Background: an optimization exercise with open tools, aiming at a short achievable clock period and few clock cycles. Do not read the settings as production practice. In this exercise RTL edits were held to simulation tests only and were not proved equivalent to the original. No activity file was given, so power comes from the tool's default toggle rates.

$ cat flow/design.v
typedef logic [31:0] word_t;
typedef logic [4:0]  reg_addr_t;
typedef logic [6:0]  opcode_t;
localparam int NUM_REGS   = 32;
localparam int INSN_BYTES = 4;
localparam opcode_t OPC_LUI    = 7'b0110111;
localparam opcode_t OPC_JAL    = 7'b1101111;
localparam opcode_t OPC_JALR   = 7'b1100111;
localparam opcode_t OPC_BRANCH = 7'b1100011;
localparam opcode_t OPC_LOAD   = 7'b0000011;
localparam opcode_t OPC_STORE  = 7'b0100011;
localparam opcode_t OPC_OP_IMM = 7'b0010011;
localparam opcode_t OPC_OP     = 7'b0110011;
typedef logic [3:0] alu_op_e;
localparam alu_op_e ALU_ADD  = 4'd0;
localparam alu_op_e ALU_SUB  = 4'd1;
localparam alu_op_e ALU_AND  = 4'd2;
localparam alu_op_e ALU_OR   = 4'd3;
localparam alu_op_e ALU_XOR  = 4'd4;
localparam alu_op_e ALU_SLL  = 4'd5;
localparam alu_op_e ALU_SRL  = 4'd6;
localparam alu_op_e ALU_SRA  = 4'd7;
localparam alu_op_e ALU_SLT  = 4'd8;
localparam alu_op_e ALU_SLTU = 4'd9;
localparam alu_op_e ALU_EQ   = 4'd10;
localparam alu_op_e ALU_NE   = 4'd11;
localparam alu_op_e ALU_LT   = 4'd12;
localparam alu_op_e ALU_GE   = 4'd13;
localparam alu_op_e ALU_LTU  = 4'd14;
localparam alu_op_e ALU_GEU  = 4'd15;
typedef logic [1:0] wb_sel_e;
localparam wb_sel_e WB_ALU = 2'd0;
localparam wb_sel_e WB_IMM = 2'd1;
localparam wb_sel_e WB_MEM = 2'd2;
localparam wb_sel_e WB_PC4 = 2'd3;
typedef logic [2:0] core_state_e;
localparam core_state_e ST_IDLE      = 3'd0;
localparam core_state_e ST_FETCH     = 3'd1;
localparam core_state_e ST_DECODE    = 3'd2;
localparam core_state_e ST_EXECUTE   = 3'd3;
localparam core_state_e ST_MEMORY    = 3'd4;
localparam core_state_e ST_WRITEBACK = 3'd5;
`timescale 1ns/1ps
module rv_decode (
  input  logic        CLK,
  input  logic        RST_N,
  input  core_state_e i_state,
  input  word_t       i_insn,
  output reg_addr_t   o_rd,
  output reg_addr_t   o_rs1,
  output reg_addr_t   o_rs2,
  output word_t       o_imm,
  output alu_op_e     o_alu_op,
  output logic        o_use_imm,
  output wb_sel_e     o_wb_sel,
  output logic        o_rd_we,
  output logic        o_is_store,
  output logic        o_is_branch,
  output logic        o_is_jal,
  output logic        o_is_jalr
);
  opcode_t opcode;
  logic [2:0] funct3;
  word_t imm_i, imm_s, imm_b, imm_u, imm_j;
  word_t imm_d;
  alu_op_e alu_op_d;
  logic use_imm_d, rd_we_d, is_store_d, is_branch_d, is_jal_d, is_jalr_d;
  wb_sel_e wb_sel_d;
  function automatic alu_op_e arith_op(input logic [2:0] f3, input logic alt);
    case (f3)
      3'b000:  arith_op = alt ? ALU_SUB : ALU_ADD;
      3'b001:  arith_op = ALU_SLL;
      3'b010:  arith_op = ALU_SLT;
      3'b011:  arith_op = ALU_SLTU;
      3'b100:  arith_op = ALU_XOR;
      3'b101:  arith_op = alt ? ALU_SRA : ALU_SRL;
      3'b110:  arith_op = ALU_OR;
      default: arith_op = ALU_AND;
    endcase
  endfunction
  function automatic alu_op_e branch_op(input logic [2:0] f3);
    case (f3)
      3'b001:  branch_op = ALU_NE;
      3'b100:  branch_op = ALU_LT;
      3'b101:  branch_op = ALU_GE;
      3'b110:  branch_op = ALU_LTU;
      3'b111:  branch_op = ALU_GEU;
      default: branch_op = ALU_EQ;
    endcase
  endfunction
  assign opcode = i_insn[6:0];
  assign funct3 = i_insn[14:12];
  assign imm_i = {{20{i_insn[31]}}, i_insn[31:20]};
  assign imm_s = {{20{i_insn[31]}}, i_insn[31:25], i_insn[11:7]};
  assign imm_b = {{19{i_insn[31]}}, i_insn[31], i_insn[7], i_insn[30:25], i_insn[11:8], 1'b0};
  assign imm_u = {i_insn[31:12], 12'b0};
  assign imm_j = {{11{i_insn[31]}}, i_insn[31], i_insn[19:12], i_insn[20],
                  i_insn[30:21], 1'b0};
  always_comb begin
    imm_d       = imm_i;
    alu_op_d    = ALU_ADD;
    use_imm_d   = 1'b1;
    wb_sel_d    = WB_ALU;
    rd_we_d     = 1'b0;
    is_store_d  = 1'b0;
    is_branch_d = 1'b0;
    is_jal_d    = 1'b0;
    is_jalr_d   = 1'b0;
    case (opcode)
      OPC_LUI: begin
        imm_d    = imm_u;
        wb_sel_d = WB_IMM;
        rd_we_d  = 1'b1;
      end
      OPC_JAL: begin
        imm_d    = imm_j;
        wb_sel_d = WB_PC4;
        rd_we_d  = 1'b1;
        is_jal_d = 1'b1;
      end
      OPC_JALR: begin
        wb_sel_d  = WB_PC4;
        rd_we_d   = 1'b1;
        is_jalr_d = 1'b1;
      end
      OPC_BRANCH: begin
        imm_d       = imm_b;
        alu_op_d    = branch_op(funct3);
        use_imm_d   = 1'b0;
        is_branch_d = 1'b1;
      end
      OPC_LOAD: begin
        wb_sel_d = WB_MEM;
        rd_we_d  = 1'b1;
      end
      OPC_STORE: begin
        imm_d      = imm_s;
        is_store_d = 1'b1;
      end
      OPC_OP_IMM: begin
        alu_op_d = arith_op(funct3, (funct3 == 3'b101) && i_insn[30]);
        rd_we_d  = 1'b1;
      end
      OPC_OP: begin
        alu_op_d  = arith_op(funct3, i_insn[30]);
        use_imm_d = 1'b0;
        rd_we_d   = 1'b1;
      end
      default: ;
    endcase
  end
  always_ff @(posedge CLK) begin
    if (!RST_N) begin
      o_alu_op    <= ALU_ADD;
      o_use_imm   <= 1'b0;
      o_wb_sel    <= WB_ALU;
      o_rd_we     <= 1'b0;
      o_is_store  <= 1'b0;
      o_is_branch <= 1'b0;
      o_is_jal    <= 1'b0;
      o_is_jalr   <= 1'b0;
    end else if (i_state == ST_DECODE) begin
      o_alu_op    <= alu_op_d;
      o_use_imm   <= use_imm_d;
      o_wb_sel    <= wb_sel_d;
      o_rd_we     <= rd_we_d;
      o_is_store  <= is_store_d;
      o_is_branch <= is_branch_d;
      o_is_jal    <= is_jal_d;
      o_is_jalr   <= is_jalr_d;
    end
  end
  always_ff @(posedge CLK) begin
    if (i_state == ST_DECODE) begin
      o_rd  <= i_insn[11:7];
      o_rs1 <= i_insn[19:15];
      o_rs2 <= i_insn[24:20];
      o_imm <= imm_d;
    end
  end
endmodule
`timescale 1ns/1ps
module rv_alu (
  input  logic    CLK,
  input  logic    RST_N,
  input  alu_op_e i_op,
  input  word_t   i_a,
  input  word_t   i_b,
  output word_t   o_result
);
  logic [4:0] shamt;
  logic lt_s, lt_u, eq;
  word_t result_d;
  assign shamt = i_b[4:0];
  assign lt_s  = $signed(i_a) < $signed(i_b);
  assign lt_u  = i_a < i_b;
  assign eq    = i_a == i_b;
  always_comb begin
    case (i_op)
      ALU_ADD:  result_d = i_a + i_b;
      ALU_SUB:  result_d = i_a - i_b;
      ALU_AND:  result_d = i_a & i_b;
      ALU_OR:   result_d = i_a | i_b;
      ALU_XOR:  result_d = i_a ^ i_b;
      ALU_SLL:  result_d = i_a << shamt;
      ALU_SRL:  result_d = i_a >> shamt;
      ALU_SRA:  result_d = word_t'($signed(i_a) >>> shamt);
      ALU_SLT:  result_d = {31'b0, lt_s};
      ALU_SLTU: result_d = {31'b0, lt_u};
      ALU_EQ:   result_d = {31'b0, eq};
      ALU_NE:   result_d = {31'b0, !eq};
      ALU_LT:   result_d = {31'b0, lt_s};
      ALU_GE:   result_d = {31'b0, !lt_s};
      ALU_LTU:  result_d = {31'b0, lt_u};
      ALU_GEU:  result_d = {31'b0, !lt_u};
      default:  result_d = '0;
    endcase
  end
  always_ff @(posedge CLK) begin
    if (!RST_N) begin
      o_result <= '0;
    end else begin
      o_result <= result_d;
    end
  end
endmodule
`timescale 1ns/1ps
module rv_regfile (
  input  logic      CLK,
  input  logic      RST_N,
  input  reg_addr_t i_rs1,
  input  reg_addr_t i_rs2,
  input  reg_addr_t i_rd,
  input  logic      i_we,
  input  word_t     i_wdata,
  output word_t     o_rs1_data,
  output word_t     o_rs2_data
);
  word_t regs [NUM_REGS];
  always_ff @(posedge CLK) begin
    if (!RST_N) begin
      for (int i = 0; i < NUM_REGS; i++) begin
        regs[i] <= '0;
      end
    end else if (i_we && (i_rd != '0)) begin
      regs[i_rd] <= i_wdata;
    end
  end
  assign o_rs1_data = (i_rs1 == '0) ? '0 : regs[i_rs1];
  assign o_rs2_data = (i_rs2 == '0) ? '0 : regs[i_rs2];
endmodule
`timescale 1ns/1ps
module rv_sequencer (
  input  logic        CLK,
  input  logic        RST_N,
  input  logic        i_is_branch,
  input  logic        i_is_jal,
  input  logic        i_is_jalr,
  input  logic        i_taken,
  input  word_t       i_rs1_data,
  input  word_t       i_imm,
  output core_state_e o_state,
  output word_t       o_pc,
  output word_t       o_pc_plus4,
  output word_t       o_imem_addr
);
  core_state_e state_next;
  word_t next_pc;
  word_t seq_pc;
  always_comb begin
    case (o_state)
      ST_IDLE:      state_next = ST_FETCH;
      ST_FETCH:     state_next = ST_DECODE;
      ST_DECODE:    state_next = ST_EXECUTE;
      ST_EXECUTE:   state_next = ST_MEMORY;
      ST_MEMORY:    state_next = ST_WRITEBACK;
      ST_WRITEBACK: state_next = ST_FETCH;
      default:      state_next = ST_IDLE;
    endcase
  end
  always_ff @(posedge CLK) begin
    if (!RST_N) begin
      o_state <= ST_IDLE;
    end else begin
      o_state <= state_next;
    end
  end
  assign seq_pc = o_pc + INSN_BYTES;
  always_comb begin
    if (i_is_jal || (i_is_branch && i_taken)) begin
      next_pc = o_pc + i_imm;
    end else if (i_is_jalr) begin
      next_pc = (i_rs1_data + i_imm) & ~word_t'(1);
    end else begin
      next_pc = seq_pc;
    end
  end
  always_ff @(posedge CLK) begin
    if (!RST_N) begin
      o_pc       <= '0;
      o_pc_plus4 <= '0;
    end else if (o_state == ST_MEMORY) begin
      o_pc       <= next_pc;
      o_pc_plus4 <= seq_pc;
    end
  end
  assign o_imem_addr = o_pc >> $clog2(INSN_BYTES);
endmodule
`timescale 1ns/1ps
module rv_core_top (
  input  logic  CLK,
  input  logic  RST_N,
  input  word_t i_imem_data,
  input  word_t i_mem_data,
  output word_t o_imem_addr,
  output word_t o_mem_addr,
  output word_t o_mem_data,
  output logic  o_mem_we
);
  core_state_e state;
  reg_addr_t rd, rs1, rs2;
  word_t imm, rs1_data, rs2_data, alu_b, alu_result, pc_plus4, wb_data;
  alu_op_e alu_op;
  wb_sel_e wb_sel;
  logic use_imm, rd_we, is_store, is_branch, is_jal, is_jalr, rf_we;
  rv_decode rv_decode_inst (
    .CLK         (CLK),
    .RST_N       (RST_N),
    .i_state     (state),
    .i_insn      (i_imem_data),
    .o_rd        (rd),
    .o_rs1       (rs1),
    .o_rs2       (rs2),
    .o_imm       (imm),
    .o_alu_op    (alu_op),
    .o_use_imm   (use_imm),
    .o_wb_sel    (wb_sel),
    .o_rd_we     (rd_we),
    .o_is_store  (is_store),
    .o_is_branch (is_branch),
    .o_is_jal    (is_jal),
    .o_is_jalr   (is_jalr)
  );
  assign alu_b = use_imm ? imm : rs2_data;
  rv_alu rv_alu_inst (
    .CLK      (CLK),
    .RST_N    (RST_N),
    .i_op     (alu_op),
    .i_a      (rs1_data),
    .i_b      (alu_b),
    .o_result (alu_result)
  );
  always_comb begin
    case (wb_sel)
      WB_IMM:  wb_data = imm;
      WB_MEM:  wb_data = i_mem_data;
      WB_PC4:  wb_data = pc_plus4;
      default: wb_data = alu_result;
    endcase
  end
  assign rf_we = rd_we && (state == ST_WRITEBACK);
  rv_regfile rv_regfile_inst (
    .CLK        (CLK),
    .RST_N      (RST_N),
    .i_rs1      (rs1),
    .i_rs2      (rs2),
    .i_rd       (rd),
    .i_we       (rf_we),
    .i_wdata    (wb_data),
    .o_rs1_data (rs1_data),
    .o_rs2_data (rs2_data)
  );
  rv_sequencer rv_sequencer_inst (
    .CLK         (CLK),
    .RST_N       (RST_N),
    .i_is_branch (is_branch),
    .i_is_jal    (is_jal),
    .i_is_jalr   (is_jalr),
    .i_taken     (alu_result[0]),
    .i_rs1_data  (rs1_data),
    .i_imm       (imm),
    .o_state     (state),
    .o_pc        (),
    .o_pc_plus4  (pc_plus4),
    .o_imem_addr (o_imem_addr)
  );
  assign o_mem_addr = alu_result;
  assign o_mem_data = rs2_data;
  assign o_mem_we   = is_store && (state == ST_MEMORY);
endmodule
$ cat flow/run.sh
#!/bin/bash
# synth_recipe.tcl (not shown) runs the flow's synth.tcl, then flattens the netlist and writes it again
# the make line also repeats each setting of config.mk as NAME=value (left out here)
make -C /OpenROAD-flow-scripts/flow DESIGN_CONFIG=/design/flow/config.mk WORK_HOME=/design/flow/orfs CLKGATE_MAP_FILE= SYNTH_SCRIPT=/design/flow/synth_recipe.tcl finish
$ cat flow/config.mk
export PLATFORM = sky130hd
export DESIGN_NAME = rv_core_top
export DESIGN_NICKNAME = rv_core_top
export VERILOG_FILES = /design/flow/design.v
export SDC_FILE = /design/flow/constraint.sdc
export NUM_CORES = 4
export LEC_CHECK = 0
export CAP_MARGIN = 20
export CORE_MARGIN = 2
export CORE_UTILIZATION = 40
export SLEW_MARGIN = 20
$ cat flow/constraint.sdc
create_clock -name core_clock -period 11.0 [get_ports {CLK}]
set_input_delay 2.2000 -clock core_clock [delete_from_list [all_inputs] [get_ports {CLK}]]
set_output_delay 2.2000 -clock core_clock [all_outputs]
set_load 0.01 [all_outputs]
==> results by group <==
Detailed routing
  – Routed WL per cell: 37.5 um
  – Total number of vias: 59100
  – Met3 wire len: 43000 um
  – Met2 wire len: between 100000 and 150000 um
  – Final WL: ~330000 um
  – DRC: 0
  – DR iter-0 viols: 9503
  – 1st-pass router iterations: 7
  – Antenna Nets Post-Route: 0
  – Top sig layer: met5
  – Wl on met1: roughly 120000 um
  – Via density: 6.78

Finish
  – Post-Layout Cell Count: around 8700
  – Share of cells above drive strength 1: 18.4%
  – Final core occ: 45.0%
  – NumNets Final: 6449
  – Area growth syn-to-layout: 11.9%

Pwr
  – Max rail drop VDD: 0.154 mV
  – Pwr/cell area: 218 nW/um2
  – Pleak: 29.4 nW

Clocking
  – Worst-Skew Late Latency: 0.81 ns
  – Clk slew on worst S/H paths: around 0.060 ns
  – Root buf cell: clkbuf_16
  – CTS tree: done
  – Clk sink count: 1192
  – CTS Hold Bufs: 0
  – Level count of the clock H-tree: 4
  – Clock Tree Buf Depth: 3
  – Gates resized, CTS repair: 0
  – Setup bufs post-CTS: 0
  – Num CTS Buffers: 139

Logic synthesis
  – Ys Warns: 5
  – Top cells by area, synth: edfxtp_1 (44%), mux4_2 (16%), nor2_1 (6.7%)
  – Post-synthesis register bit count: 1192
  – Commonest cells in the netlist: nor2_1 (1294), edfxtp_1 (1071), mux4_2 (506), mux2i_1 (400), nand2_1 (382)
  – FFs w/ async S/R, synth: 0%
  – Synthesized area: between 70000 and 80000 um2
  – Most frequent cell after synthesis: nor2_1
  – Predominant post-synthesis flop cell: edfxtp_1
  – Post-synth top area share: 44.4%
  – Avg Inst Size Synth: 11.6 um2
  – Synth area leader: edfxtp_1
  – Cells after Synth: ~6200
  – Sequential share of the synthesized area: 47.7%
  – EDFF count, synth: 1071
  – Synth unique cells: 96

STA
  – Setup ws final: 2.99 ns
  – Minimum clock period: between 8 and 9 ns
  – Final hold violations: 0
  – Final Max Tran Viols: 0
  – Worst-margin pin slew: 1.20 ns
  – Fin crit share: 72.8%
  – Max_slew headroom: between 15 and 20%
  – Hold_ws: 0.460 ns
  – Unrepaired setup endpoints after global routing: false
  – Total Neg Setup Slack: 0 ns
  – Max Fclk: 125 MHz
  – Clock skew: 0.0347 ns
  – # setup viols final: 0

Worst setup path
  – CP Cell Sequence: buf_12 -> mux4_2 -> mux4_2 -> mux2i_1 -> nor2_1 -> mux2i_1 -> ha_1 -> nand4_1 -> nor4_1 -> nand3_1 -> xnor2_1 -> and3_1 -> a21oi_1 -> o311a_1 -> o21ai_0 -> a211oi_1 -> a21oi_1
  – Critical path capture point type: flop
  – Max incr delay on CP: 0.95 ns
  – Worst setup path end: rv_alu_inst.o_result[0]
  – Critical path class: reg -> reg
  – Worst r2r dst: rv_alu_inst.o_result[0]
  – Register-to-register setup slack: about 3 ns
  – Critical Path RT: 11.65 ns
  – Setup crit start kind: flop
  – CP arrival: approximately 8.7 ns
  – Slowest-stage cell, CP: nor4_1
  – Crit-path max FO: 118
  – Worst r2r path cells: 17

Floorplanning
  – Die area: 184000 um2
  – Cell Rows: 156
  – Initial core utilization: between 40 and 50%
  – Die Y: ~430 um
  – Die Span X: 430 um
  – Io pins: 163
  – Core Region: 180000 um2

Global route
  – Number of global-route vias before repair: 56600
  – Largest net degree at the start of global routing: 119
  – Global-route wire length before repair: 449000 um
  – Total congestion overflow: 0
  – Initial antenna violation count: 6
  – GRT Total Usage: 34.6%

Hold path
  – Worst hold path type: reg -> reg

Placed design
  – Placed insts: 8449
  – DP HPWL: 207000 um
  – Place WS: 3.49 ns
  – GP Congestion: 1.03
  – Port buffer count: 160

Run status
  – Outcome: no timing/DRC/antenna violations

Flow run
  – Max cap viols: 0
## cell families after synthesis
logic type | share of synthesized area, %
and+or+nand+nor | 12.0
muxes | 22.5
DFF | 47.7
adders and majority gates | 2.86
other | 0.00518
xor gates and xnor gates | 1.03
buffers and inverters | 4.38
AOI/OAI and AO/OA | 9.51
## area by class of cell
class / count / area, um2
clock buffer: 169 / 3610
fill: 16600 / 99300
multi-input combinational: 4368 / 35200
antenna: 2 / 5.00
inverter: 135 / 515
tap: 2370 / 2970
clock inverter: 87 / 769
sequential: 1192 / 34600
timing repair buffer: 384 / 3380
## report_power, final
group,internal (mW),switching (mW),total [mW]
Sequential,5.15,0.274,5.43
Combinational,2.58,5.08,7.66
Clock,2.51,2.06,4.58
Total,10.3,7.41,17.7
## worst max-delay path: cells and delay by family, from the launching register on
kind / cells / cell delay (ns)
mux: 4 / 2.34
simple gates: 5 / 2.20
flops: 1 / 0.78
compound gates: 5 / 0.77
fa+ha+maj: 1 / 0.71
buf+inv: 1 / 0.61
xor+xnor: 1 / 0.24
## sequential cells by signal, summed over array words and instances (netlist names), 2 cells and up, named ones only
register and flops:
rv_decode_inst.o_alu_op 4, rv_decode_inst.o_rd 5, rv_decode_inst.o_rs1 5, rv_sequencer_inst.o_pc_plus4 32
rv_decode_inst.o_rs2 5, rv_regfile_inst.regs 1024, rv_sequencer_inst.o_state 3, rv_sequencer_inst.o_pc 32
rv_decode_inst.o_wb_sel 2, rv_alu_inst.o_result 32, rv_decode_inst.o_imm 32
## cell usage in the layout, fill, tap and decap left out, drive strengths merged, types with 121 or more instances in the layout
cell           instances
nand2                382
ha                   159
dfxtp                121
nor2                1294
clkdlybuf4s50        159
o21ai                208
edfxtp              1071
a21oi                228
buf                  225
clkbuf               169
inv                  144
mux4                 506
mux2i                405
## how the worst min path moves through the flow
stage / from / end / slack [ns] / cells after the start
2_1_floorplan: rv_decode_inst.o_rs2[4] / flop / 0.43 / 2
3_3_place_gp: rv_sequencer_inst.o_pc_plus4[0] / rv_sequencer_inst.o_pc_plus4[0] / 0.44 / 2
3_5_place_dp: rv_sequencer_inst.o_pc_plus4[3] / rv_sequencer_inst.o_pc_plus4[3] / 0.45 / 2
4_1_cts: rv_sequencer_inst.o_pc_plus4[3] / rv_sequencer_inst.o_pc_plus4[3] / 0.46 / 2
5_1_grt: rv_sequencer_inst.o_pc_plus4[0] / rv_sequencer_inst.o_pc_plus4[0] / 0.49 / 2
6_report: rv_sequencer_inst.o_pc_plus4[3] / rv_sequencer_inst.o_pc_plus4[3] / 0.46 / 2
## through the flow
stage / total power [mW] / cell area, um2
after floorplan: 10.0 / 72500
after global placement: 12.9 / 76600
after detailed placement: 12.9 / 76700
after CTS: 17.4 / 81100
after global routing: 18.1 / 81100
final: 17.7 / 81100
## metal layers
| layer | vias to the layer above | track usage (%) |
|---|---|---|
| li1 | 23400 | - |
| met1 | 29600 | 43.4 |
| met2 | 4937 | 52.1 |
| met3 | 1114 | 10.0 |
| met4 | 6 | 23.0 |
| met5 | - | 0 |
Testbench counts, summed over its fixed seeds: cycles 355,840.

[static timing again, ports no longer ideal]
No port has a modelled driver above. Below, the same layout with a new extraction and two added sets of constraints. Step 1: set_driving_cell puts a clkbuf_16 on CLK and a buf_2 on each other input, an assumption about the parent block. Step 2, shift: input delay + t, output delay - t, t = (earliest + latest rising clock arrival at the registers) / 2. This alone moves slack from input paths to output paths. a / b / c = ideal ports / drivers / drivers and shift; a / b = the first two.
t (ns): 0.881
slack for setup (ns): 2.989 / 2.989 / 2.989
worst setup path after step 2: register to register
clock arrival spread, ns: 0.036 / 0.035
After both steps this run still meets setup and hold. For this run, drivers alone change the setup slack by 0.000 ns; drivers and shift together by 0.000 ns.
